Background: an optimization exercise with open tools, aiming at small area. Do not read the settings as production practice.
Only simulation tests tie the RTL to the original design; equivalence was not proved.
Power figures rest on the tool's default switching activity, not on a simulated workload.

==> inputs of job 7744 <==
==> flow/design.v <==
package synth_pkg;
  localparam int num_voices = 4;
  localparam int level_width = 16;
  localparam int rate_width = 16;
  localparam int sustain_width = 8;
  localparam int key_width = 7;
  localparam int tick_width = 11;
  localparam int tick_at = 1041;             
  localparam int tick_last = tick_at + 2;    
  localparam int tick_wrap = tick_last + 1 - 1041;
endpackage
`timescale 1ns/1ps
module voice_controller (
  input  logic        clock_50_000_000,
  input  logic        reset_l,
  input  logic        wb_cyc,
  input  logic        wb_stb,
  input  logic        wb_we,
  input  logic [2:0]  wb_adr,
  input  logic [15:0] wb_dat_w,
  output logic [15:0] wb_dat_r,
  output logic        wb_ack,
  input  logic [3:0]  voice_active,
  output logic [3:0]  note_on,
  output logic [3:0]  note_off,
  output logic        sample_tick,
  output logic        mix_load,
  output logic        sample_valid,
  output logic [15:0] attack_rate,
  output logic [15:0] decay_rate,
  output logic [15:0] release_rate,
  output logic        attack_ok,
  output logic        decay_ok,
  output logic        release_ok,
  output logic [7:0]  sustain_level
);
  logic                bus_req;
  logic                bus_wr;
  logic [6:0]          bus_key;
  logic                overflow;
  logic [6:0]          key_table [4];
  logic [3:0]          free_sel;
  logic [3:0]          match_sel;
  logic [2:0]          req_adr;
  logic                req_we;
  logic [3:0]          req_sel;
  logic [10:0]         tick_count;
  assign bus_req = wb_cyc & wb_stb & !wb_ack;
  assign bus_wr = bus_req & wb_we;
  assign bus_key = wb_dat_w[6:0];
  always_comb begin
    free_sel[0] = !voice_active[0];
    free_sel[1] = voice_active[0] & !voice_active[1];
    free_sel[2] = voice_active[0] & voice_active[1] & !voice_active[2];
    free_sel[3] = voice_active[0] & voice_active[1] & voice_active[2] & !voice_active[3];
  end
  always_comb begin
    logic [3:0] hit;
    for (int v = 0; v < 4; v++) hit[v] = voice_active[v] & (key_table[v] == bus_key);
    match_sel[0] = hit[0];
    match_sel[1] = !hit[0] & hit[1];
    match_sel[2] = !hit[0] & !hit[1] & hit[2];
    match_sel[3] = !hit[0] & !hit[1] & !hit[2] & hit[3];
  end
  always_ff @(posedge clock_50_000_000) begin
    req_adr <= wb_adr;
    req_we <= wb_we;
    req_sel <= !wb_we ? voice_active : (wb_adr[0] ? match_sel : free_sel);
  end
  assign note_on = {4{wb_ack & req_we & (req_adr == 3'd4)}} & req_sel;
  assign note_off = {4{wb_ack & req_we & (req_adr == 3'd5)}} & req_sel;
  always_comb begin
    wb_dat_r = '0;
    case (req_adr)
      3'd0: wb_dat_r = attack_ok ? attack_rate : 16'h0000;
      3'd1: wb_dat_r = decay_ok ? decay_rate : 16'h0000;
      3'd2: wb_dat_r[7:0] = sustain_level;
      3'd3: wb_dat_r = release_ok ? release_rate : 16'h0000;
      3'd6: begin
        wb_dat_r[3:0] = req_sel;
        wb_dat_r[8] = overflow;
      end
      default: ;
    endcase
  end
  always_ff @(posedge clock_50_000_000, negedge reset_l) begin
    if (!reset_l) begin
      wb_ack <= 1'b0;
      overflow <= 1'b0;
      sustain_level <= '0;
      attack_ok <= 1'b0;
      decay_ok <= 1'b0;
      release_ok <= 1'b0;
    end else begin
      wb_ack <= bus_req;
      if (bus_wr) begin
        case (wb_adr)
          3'd0: attack_ok <= 1'b1;
          3'd1: decay_ok <= 1'b1;
          3'd2: sustain_level <= wb_dat_w[7:0];
          3'd3: release_ok <= 1'b1;
          3'd4: if (voice_active == 4'hF) overflow <= 1'b1;
          3'd6: overflow <= 1'b0;
          default: ;
        endcase
      end
    end
  end
  always_ff @(posedge clock_50_000_000) begin
    if (bus_wr && wb_adr == 3'd0) attack_rate <= wb_dat_w;
    if (bus_wr && wb_adr == 3'd1) decay_rate <= wb_dat_w;
    if (bus_wr && wb_adr == 3'd3) release_rate <= wb_dat_w;
    for (int v = 0; v < 4; v++) begin
      if (bus_wr && wb_adr == 3'd4 && free_sel[v]) key_table[v] <= bus_key;
    end
  end
  always_ff @(posedge clock_50_000_000, negedge reset_l) begin
    if (!reset_l) begin
      tick_count <= '0;
    end else if (sample_valid) begin
      tick_count <= 11'(synth_pkg::tick_wrap);
    end else begin
      tick_count <= tick_count + 1'b1;
    end
  end
  assign sample_tick = tick_count[10] & tick_count[4] & !tick_count[1] & tick_count[0];   
  assign mix_load = tick_count[10] & tick_count[4] & tick_count[1] & !tick_count[0];      
  assign sample_valid = tick_count[10] & tick_count[4] & tick_count[1] & tick_count[0];   
endmodule
`timescale 1ns/1ps
module adsr_envelope (
  input  logic        clock_50_000_000,
  input  logic        reset_l,
  input  logic        sample_tick,
  input  logic        note_on,
  input  logic        note_off,
  input  logic [15:0] attack_rate,      
  input  logic [15:0] decay_rate,       
  input  logic [15:0] release_rate,     
  input  logic        attack_ok,
  input  logic        decay_ok,
  input  logic        release_ok,
  input  logic [7:0]  sustain_level,
  output logic        busy,
  output logic [15:0] level
);
  logic [1:0]  phase;
  logic        off;
  logic        step;
  logic        in_att, in_dec, in_rel;
  logic        add_a, sub_d, sub_r, sub;
  logic [15:0] opb;
  logic [16:0] carry;
  logic [15:0] sum;
  logic        borrow;
  logic        hi_lt, hi_eq;
  logic        sat_a, sat_d, sat_r;
  logic [15:0] level_next;
  assign off = note_off & busy;
  assign step = sample_tick & busy & !note_on & !off;
  assign in_att = step & (phase == 2'b00);
  assign in_dec = step & (phase == 2'b01);
  assign in_rel = step & (phase == 2'b11);
  assign add_a = in_att & attack_ok;
  assign sub_d = in_dec & decay_ok;
  assign sub_r = in_rel & release_ok;
  assign sub = sub_d | sub_r;
  always_comb begin
    for (int i = 0; i < 16; i++) begin
      opb[i] = (add_a & attack_rate[i]) | (sub_d & !decay_rate[i]) | (sub_r & !release_rate[i]);
    end
  end
  assign carry[0] = sub;
  always_comb begin
    for (int i = 0; i < 16; i++) begin
      sum[i] = level[i] ^ opb[i] ^ carry[i];
      carry[i+1] = (level[i] & opb[i]) | (level[i] & carry[i]) | (opb[i] & carry[i]);
    end
  end
  assign borrow = sub & !carry[16];
  assign hi_lt = sum[15:8] < sustain_level;
  assign hi_eq = sum[15:8] == sustain_level;
  assign sat_a = in_att & (carry[16] | (&sum));
  assign sat_d = in_dec & (borrow | hi_lt | (hi_eq & (sum[7:0] == 8'h00)));
  assign sat_r = in_rel & (borrow | (sum == 16'h0000));
  always_comb begin
    if (note_on | sat_r) level_next = '0;
    else if (sat_a) level_next = '1;
    else if (sat_d) level_next = {sustain_level, 8'h00};
    else level_next = sum;
  end
  always_ff @(posedge clock_50_000_000, negedge reset_l) begin
    if (!reset_l) begin
      busy <= 1'b0;
      level <= '0;
    end else begin
      level <= level_next;
      if (note_on) busy <= 1'b1;
      else if (sat_r) busy <= 1'b0;
    end
  end
  always_ff @(posedge clock_50_000_000) begin
    if (note_on) phase <= 2'b00;
    else if (off) phase <= 2'b11;
    else if (sat_a) phase <= 2'b01;
    else if (sat_d) phase <= 2'b10;
  end
endmodule
`timescale 1ns/1ps
module envelope_mixer (
  input  logic        clock_50_000_000,
  input  logic        reset_l,
  input  logic        load,
  input  logic [15:0] level0,
  input  logic [15:0] level1,
  input  logic [15:0] level2,
  input  logic [15:0] level3,
  output logic [15:0] audio_sample
);
  logic [17:0] level_sum;
  assign level_sum = 18'(level0) + 18'(level1) + 18'(level2) + 18'(level3);
  always_ff @(posedge clock_50_000_000, negedge reset_l) begin
    if (!reset_l) begin
      audio_sample <= '0;
    end else if (load) begin
      audio_sample <= level_sum[17:2];
    end
  end
endmodule
`timescale 1ns/1ps
module envelope_synth_top (
  input  logic         clock_50_000_000,
  input  logic         reset_l,
  input  logic         wb_cyc,
  input  logic         wb_stb,
  input  logic         wb_we,
  input  logic [2:0]   wb_adr,
  input  logic [15:0]  wb_dat_w,
  output logic [15:0]  wb_dat_r,
  output logic         wb_ack,
  output logic [15:0]  audio_sample,
  output logic         sample_valid
);
  logic [3:0]  voice_active;
  logic [3:0]  note_on;
  logic [3:0]  note_off;
  logic        sample_tick;
  logic        mix_load;
  logic [15:0] attack_rate;
  logic [15:0] decay_rate;
  logic [15:0] release_rate;
  logic        attack_ok;
  logic        decay_ok;
  logic        release_ok;
  logic [7:0]  sustain_level;
  logic [15:0] levels [4];
  voice_controller controller (
    .clock_50_000_000 (clock_50_000_000),
    .reset_l          (reset_l),
    .wb_cyc           (wb_cyc),
    .wb_stb           (wb_stb),
    .wb_we            (wb_we),
    .wb_adr           (wb_adr),
    .wb_dat_w         (wb_dat_w),
    .wb_dat_r         (wb_dat_r),
    .wb_ack           (wb_ack),
    .voice_active     (voice_active),
    .note_on          (note_on),
    .note_off         (note_off),
    .sample_tick      (sample_tick),
    .mix_load         (mix_load),
    .sample_valid     (sample_valid),
    .attack_rate      (attack_rate),
    .decay_rate       (decay_rate),
    .release_rate     (release_rate),
    .attack_ok        (attack_ok),
    .decay_ok         (decay_ok),
    .release_ok       (release_ok),
    .sustain_level    (sustain_level)
  );
  for (genvar v = 0; v < 4; v++) begin : voice_gen
    adsr_envelope envelope (
      .clock_50_000_000 (clock_50_000_000),
      .reset_l          (reset_l),
      .sample_tick      (sample_tick),
      .note_on          (note_on[v]),
      .note_off         (note_off[v]),
      .attack_rate      (attack_rate),
      .decay_rate       (decay_rate),
      .release_rate     (release_rate),
      .attack_ok        (attack_ok),
      .decay_ok         (decay_ok),
      .release_ok       (release_ok),
      .sustain_level    (sustain_level),
      .busy             (voice_active[v]),
      .level            (levels[v])
    );
  end
  envelope_mixer mixer (
    .clock_50_000_000 (clock_50_000_000),
    .reset_l          (reset_l),
    .load             (mix_load),
    .level0           (levels[0]),
    .level1           (levels[1]),
    .level2           (levels[2]),
    .level3           (levels[3]),
    .audio_sample     (audio_sample)
  );
endmodule
==> flow/run.sh <==
#!/bin/bash
# synth_recipe.tcl (not shown) runs the flow's synth.tcl, then flattens the netlist and writes it again
# the make line also repeats each setting of config.mk as NAME=value (left out here)
make -C /OpenROAD-flow-scripts/flow DESIGN_CONFIG=/design/flow/config.mk WORK_HOME=/design/flow/orfs CLKGATE_MAP_FILE= SYNTH_SCRIPT=/design/flow/synth_recipe.tcl finish
==> flow/config.mk <==
export PLATFORM = sky130hd
export DESIGN_NAME = envelope_synth_top
export DESIGN_NICKNAME = envelope_synth_top
export VERILOG_FILES = /design/flow/design.v
export SDC_FILE = /design/flow/constraint.sdc
export NUM_CORES = 4
export LEC_CHECK = 0
export CAP_MARGIN = 20
export CORE_MARGIN = 2
export CORE_UTILIZATION = 40
export SLEW_MARGIN = 20
==> flow/constraint.sdc <==
create_clock -name core_clock -period 20.0 [get_ports {clock_50_000_000}]
set_input_delay 4.0000 -clock core_clock [delete_from_list [all_inputs] [get_ports {clock_50_000_000}]]
set_output_delay 4.0000 -clock core_clock [all_outputs]
set_load 0.01 [all_outputs]
==> job 1775: changes against job 7744 <==
==> flow/design.v, changed modules only <==
module voice_controller (
  input  logic        clock_50_000_000,
  input  logic        reset_l,
  input  logic        wb_cyc,
  input  logic        wb_stb,
  input  logic        wb_we,
  input  logic [2:0]  wb_adr,
  input  logic [15:0] wb_dat_w,
  output logic [15:0] wb_dat_r,
  output logic        wb_ack,
  input  logic [3:0]  voice_active,
  output logic [3:0]  note_on,
  output logic [3:0]  note_off,
  output logic        sample_tick,
  output logic        mix_load,
  output logic        sample_valid,
  output logic [15:0] attack_rate,
  output logic [15:0] decay_rate,
  output logic [15:0] release_rate,
  output logic        attack_ok,
  output logic        decay_ok,
  output logic        release_ok,
  output logic [7:0]  sustain_level
);
  logic                bus_req;
  logic                bus_wr;
  logic [6:0]          bus_key;
  logic                overflow;
  logic [6:0]          key_table [4];
  logic [3:0]          free_sel;
  logic [3:0]          match_sel;
  logic [2:0]          req_adr;
  logic                req_we;
  logic [3:0]          req_sel;
  logic [10:0]         tick_count;
  assign bus_req = wb_cyc & wb_stb & !wb_ack;
  assign bus_wr = bus_req & wb_we;
  assign bus_key = wb_dat_w[6:0];
  always_comb begin
    free_sel[0] = !voice_active[0];
    free_sel[1] = voice_active[0] & !voice_active[1];
    free_sel[2] = voice_active[0] & voice_active[1] & !voice_active[2];
    free_sel[3] = voice_active[0] & voice_active[1] & voice_active[2] & !voice_active[3];
  end
  always_comb begin
    logic [3:0] hit;
    for (int v = 0; v < 4; v++) hit[v] = voice_active[v] & (key_table[v] == bus_key);
    match_sel[0] = hit[0];
    match_sel[1] = !hit[0] & hit[1];
    match_sel[2] = !hit[0] & !hit[1] & hit[2];
    match_sel[3] = !hit[0] & !hit[1] & !hit[2] & hit[3];
  end
  always_ff @(posedge clock_50_000_000) begin
    req_adr <= wb_adr;
    req_we <= wb_we;
    req_sel <= !wb_we ? voice_active : (wb_adr[0] ? match_sel : free_sel);
  end
  assign note_on = {4{wb_ack & req_we & (req_adr == 3'd4)}} & req_sel;
  assign note_off = {4{wb_ack & req_we & (req_adr == 3'd5)}} & req_sel;
  always_comb begin
    wb_dat_r = '0;
    case (req_adr)
      3'd0: wb_dat_r = attack_ok ? attack_rate : 16'h0000;
      3'd1: wb_dat_r = decay_ok ? decay_rate : 16'h0000;
      3'd2: wb_dat_r[7:0] = sustain_level;
      3'd3: wb_dat_r = release_ok ? release_rate : 16'h0000;
      3'd6: begin
        wb_dat_r[3:0] = req_sel;
        wb_dat_r[8] = overflow;
      end
      default: ;
    endcase
  end
  always_ff @(posedge clock_50_000_000, negedge reset_l) begin
    if (!reset_l) begin
      wb_ack <= 1'b0;
      overflow <= 1'b0;
      sustain_level <= '0;
      attack_ok <= 1'b0;
      decay_ok <= 1'b0;
      release_ok <= 1'b0;
    end else begin
      wb_ack <= bus_req;
      if (bus_wr) begin
        case (wb_adr)
          3'd0: attack_ok <= 1'b1;
          3'd1: decay_ok <= 1'b1;
          3'd2: sustain_level <= wb_dat_w[7:0];
          3'd3: release_ok <= 1'b1;
          3'd4: if (voice_active == 4'hF) overflow <= 1'b1;
          3'd6: overflow <= 1'b0;
          default: ;
        endcase
      end
    end
  end
  always_ff @(posedge clock_50_000_000) begin
    if (bus_wr && wb_adr == 3'd0) attack_rate <= wb_dat_w;
    if (bus_wr && wb_adr == 3'd1) decay_rate <= wb_dat_w;
    if (bus_wr && wb_adr == 3'd3) release_rate <= wb_dat_w;
    for (int v = 0; v < 4; v++) begin
      if (bus_wr && wb_adr == 3'd4 && free_sel[v]) key_table[v] <= bus_key;
    end
  end
  always_ff @(posedge clock_50_000_000, negedge reset_l) begin
    if (!reset_l) begin
      tick_count <= 11'h4de;
    end else begin
      tick_count <= {tick_count[9:0], tick_count[10] ^ tick_count[8] ^ sample_valid};
    end
  end
  assign sample_tick = (tick_count & 11'h3b7) == (11'h1de & 11'h3b7);
  assign mix_load = (tick_count & 11'h76e) == (11'h3bd & 11'h76e);
  assign sample_valid = (tick_count & 11'h6dd) == (11'h77b & 11'h6dd);
endmodule
module adsr_envelope (
  input  logic        clock_50_000_000,
  input  logic        reset_l,
  input  logic        sample_tick,
  input  logic        note_on,
  input  logic        note_off,
  input  logic [15:0] attack_rate,      
  input  logic [15:0] decay_rate,       
  input  logic [15:0] release_rate,     
  input  logic        attack_ok,
  input  logic        decay_ok,
  input  logic        release_ok,
  input  logic [7:0]  sustain_level,
  output logic        busy,
  output logic [15:0] level
);
  logic [1:0]  phase;
  logic        off;
  logic        step;
  logic        in_att, in_dec, in_rel;
  logic        add_a, sub_d, sub_r, sub;
  logic [15:0] opb;
  logic [16:0] carry;
  logic [15:0] sum;
  logic        borrow;
  logic        sat_a, sat_d, sat_r;
  logic [15:0] level_next;
  assign off = note_off & busy;
  assign step = sample_tick & busy & !note_on & !off;
  assign in_att = step & (phase == 2'b00);
  assign in_dec = step & (phase == 2'b01);
  assign in_rel = step & (phase == 2'b11);
  assign add_a = in_att & attack_ok;
  assign sub_d = in_dec & decay_ok;
  assign sub_r = in_rel & release_ok;
  assign sub = sub_d | sub_r;
  always_comb begin
    for (int i = 0; i < 16; i++) begin
      opb[i] = (add_a & attack_rate[i]) | (sub_d & !decay_rate[i]) | (sub_r & !release_rate[i]);
    end
  end
  assign carry[0] = sub;
  always_comb begin
    for (int i = 0; i < 16; i++) begin
      sum[i] = level[i] ^ opb[i] ^ carry[i];
      carry[i+1] = (level[i] & opb[i]) | (level[i] & carry[i]) | (opb[i] & carry[i]);
    end
  end
  assign borrow = sub & !carry[16];
  logic [9:0] cmp_c;
  logic [8:0] cmp_x, cmp_y;
  assign cmp_x = {sum[15:8], |sum[7:0]};
  assign cmp_y = {sustain_level, 1'b0};
  assign cmp_c[0] = 1'b1;
  always_comb begin
    for (int i = 0; i < 9; i++) begin
      cmp_c[i+1] = (cmp_y[i] & !cmp_x[i]) | (cmp_y[i] & cmp_c[i]) | (!cmp_x[i] & cmp_c[i]);
    end
  end
  assign sat_a = in_att & (carry[16] | (&sum));
  assign sat_d = in_dec & (borrow | cmp_c[9]);
  assign sat_r = in_rel & (borrow | (sum == 16'h0000));
  always_comb begin
    if (note_on | sat_r | !busy) level_next = '0;
    else if (sat_a) level_next = '1;
    else if (sat_d) level_next = {sustain_level, 8'h00};
    else level_next = sum;
  end
  always_ff @(posedge clock_50_000_000) begin
    level <= level_next;
  end
  always_ff @(posedge clock_50_000_000, negedge reset_l) begin
    if (!reset_l) begin
      busy <= 1'b0;
    end else begin
      if (note_on) busy <= 1'b1;
      else if (sat_r) busy <= 1'b0;
    end
  end
  always_ff @(posedge clock_50_000_000) begin
    if (note_on) phase <= 2'b00;
    else if (off) phase <= 2'b11;
    else if (sat_a) phase <= 2'b01;
    else if (sat_d) phase <= 2'b10;
  end
endmodule
module envelope_mixer (
  input  logic        clock_50_000_000,
  input  logic        reset_l,
  input  logic        load,
  input  logic [15:0] level0,
  input  logic [15:0] level1,
  input  logic [15:0] level2,
  input  logic [15:0] level3,
  output logic [15:0] audio_sample
);
  logic [15:0] s1, c1;    
  logic [16:0] s2, c2;    
  logic [17:0] carry;
  logic [17:0] level_sum;
  always_comb begin
    for (int i = 0; i < 16; i++) begin
      s1[i] = level0[i] ^ level1[i] ^ level2[i];
      c1[i] = (level0[i] & level1[i]) | (level0[i] & level2[i]) | (level1[i] & level2[i]);
    end
    s2[0] = s1[0] ^ level3[0];
    c2[0] = s1[0] & level3[0];
    for (int i = 1; i < 16; i++) begin
      s2[i] = s1[i] ^ c1[i-1] ^ level3[i];
      c2[i] = (s1[i] & c1[i-1]) | (s1[i] & level3[i]) | (c1[i-1] & level3[i]);
    end
    s2[16] = c1[15];
    c2[16] = 1'b0;
    level_sum[0] = s2[0];
    carry[1] = 1'b0;
    for (int i = 1; i < 17; i++) begin
      level_sum[i] = s2[i] ^ c2[i-1] ^ carry[i];
      carry[i+1] = (s2[i] & c2[i-1]) | (s2[i] & carry[i]) | (c2[i-1] & carry[i]);
    end
    level_sum[17] = carry[17];
  end
  always_ff @(posedge clock_50_000_000, negedge reset_l) begin
    if (!reset_l) begin
      audio_sample <= '0;
    end else if (load) begin
      audio_sample <= level_sum[17:2];
    end
  end
endmodule
==> flow/flow/run.sh (new file) <==
#!/bin/bash
set -euo pipefail
here=$(pwd)

{
  echo "proc abc {args} {"
  echo "  set i [lsearch -exact \$args -script]"
  echo "  if {\$i >= 0} { set args [lreplace \$args [expr {\$i + 1}] [expr {\$i + 1}] $here/flow/abc_area.script] }"
  echo "  yosys abc {*}\$args"
  echo "}"
  cat synth_recipe.tcl
} > own_synth.tcl

sed -e "s|SYNTH_SCRIPT=[^ ]*|SYNTH_SCRIPT=$here/own_synth.tcl|" standard.sh > own_standard.sh
grep -q "SYNTH_SCRIPT=$here/own_synth.tcl" own_standard.sh

export BUFFER_PORTS_ARGS="-buffer_cell sky130_fd_sc_hd__buf_1"
export CTS_ARGS="-sink_clustering_enable -repair_clock_nets -dont_use_dummy_load -buf_list sky130_fd_sc_hd__clkbuf_8"

bash own_standard.sh > make.log 2>&1
==> flow/flow/abc_area.script (new file) <==
strash
dch
map -a
topo
==> flow/standard.sh (new file) <==
#!/bin/bash
# synth_recipe.tcl (not shown) runs the flow's synth.tcl, then flattens the netlist and writes it again
# the make line also repeats each setting of config.mk as NAME=value (left out here)
make -C /OpenROAD-flow-scripts/flow DESIGN_CONFIG=/design/flow/config.mk WORK_HOME=/design/flow/orfs CLKGATE_MAP_FILE= SYNTH_SCRIPT=/design/flow/synth_recipe.tcl "${@:-finish}"
CORE_UTILIZATION = 60   (was 40)
removed: flow/run.sh
==> run notes <==
Job 1775 finished clean. Job 7744 went through all stages and came out clean. In job 1775 the worst setup slack is worse than in job 7744, by 930 ps. Of job 7744 and job 1775, job 7744 has the higher clock power (gap 81%, measured against job 1775). Against job 7744, the sequential power of job 1775 is smaller by about 1%. Of job 1775 and job 7744, job 1775 has the higher sequential share of layout area (gap 4.7 points). Of job 7744 and job 1775, job 7744 has the higher design area (gap 20%, measured against job 1775). In job 7744 the total power is larger than in job 1775, by about 30%. Between job 7744 and job 1775, the lower cell count is in job 1775 (gap about 20%, measured against job 1775). In job 1775 the maximum frequency is lower than in job 7744, by about 8%.

-- separate check: timing with driven ports --
The flow's constraints put no driver on any port. The routed layouts listed below were extracted and timed again, unchanged, in two steps. Step 1 assumes that a clkbuf_16 drives the clock port and a buf_2 every other input. Step 2 adds t to the input delays and takes it off the output delays; t is the mean of the earliest and latest rising clock arrival at the registers after step 1. Input paths then give back, and output paths get back, about the clock's delay inside the block. Slacks: ideal / step 1 / step 2; pairs: ideal / step 1.
run | t (ns) | setup WS [ns] | hold WS [ns] | worst register clock-pin slew, ns | worst slew at a driven data input, ns
job 7744 | 0.510 | 9.679 / 9.679 / 9.679 | 0.481 / 0.481 / 0.481 | 0.09 / 0.09 | 0.03
job 1775 | 0.506 | 8.746 / 8.746 / 8.746 | 0.377 / 0.377 / 0.377 | 0.12 / 0.12 | 0.03
After both steps every run listed still meets setup and hold.
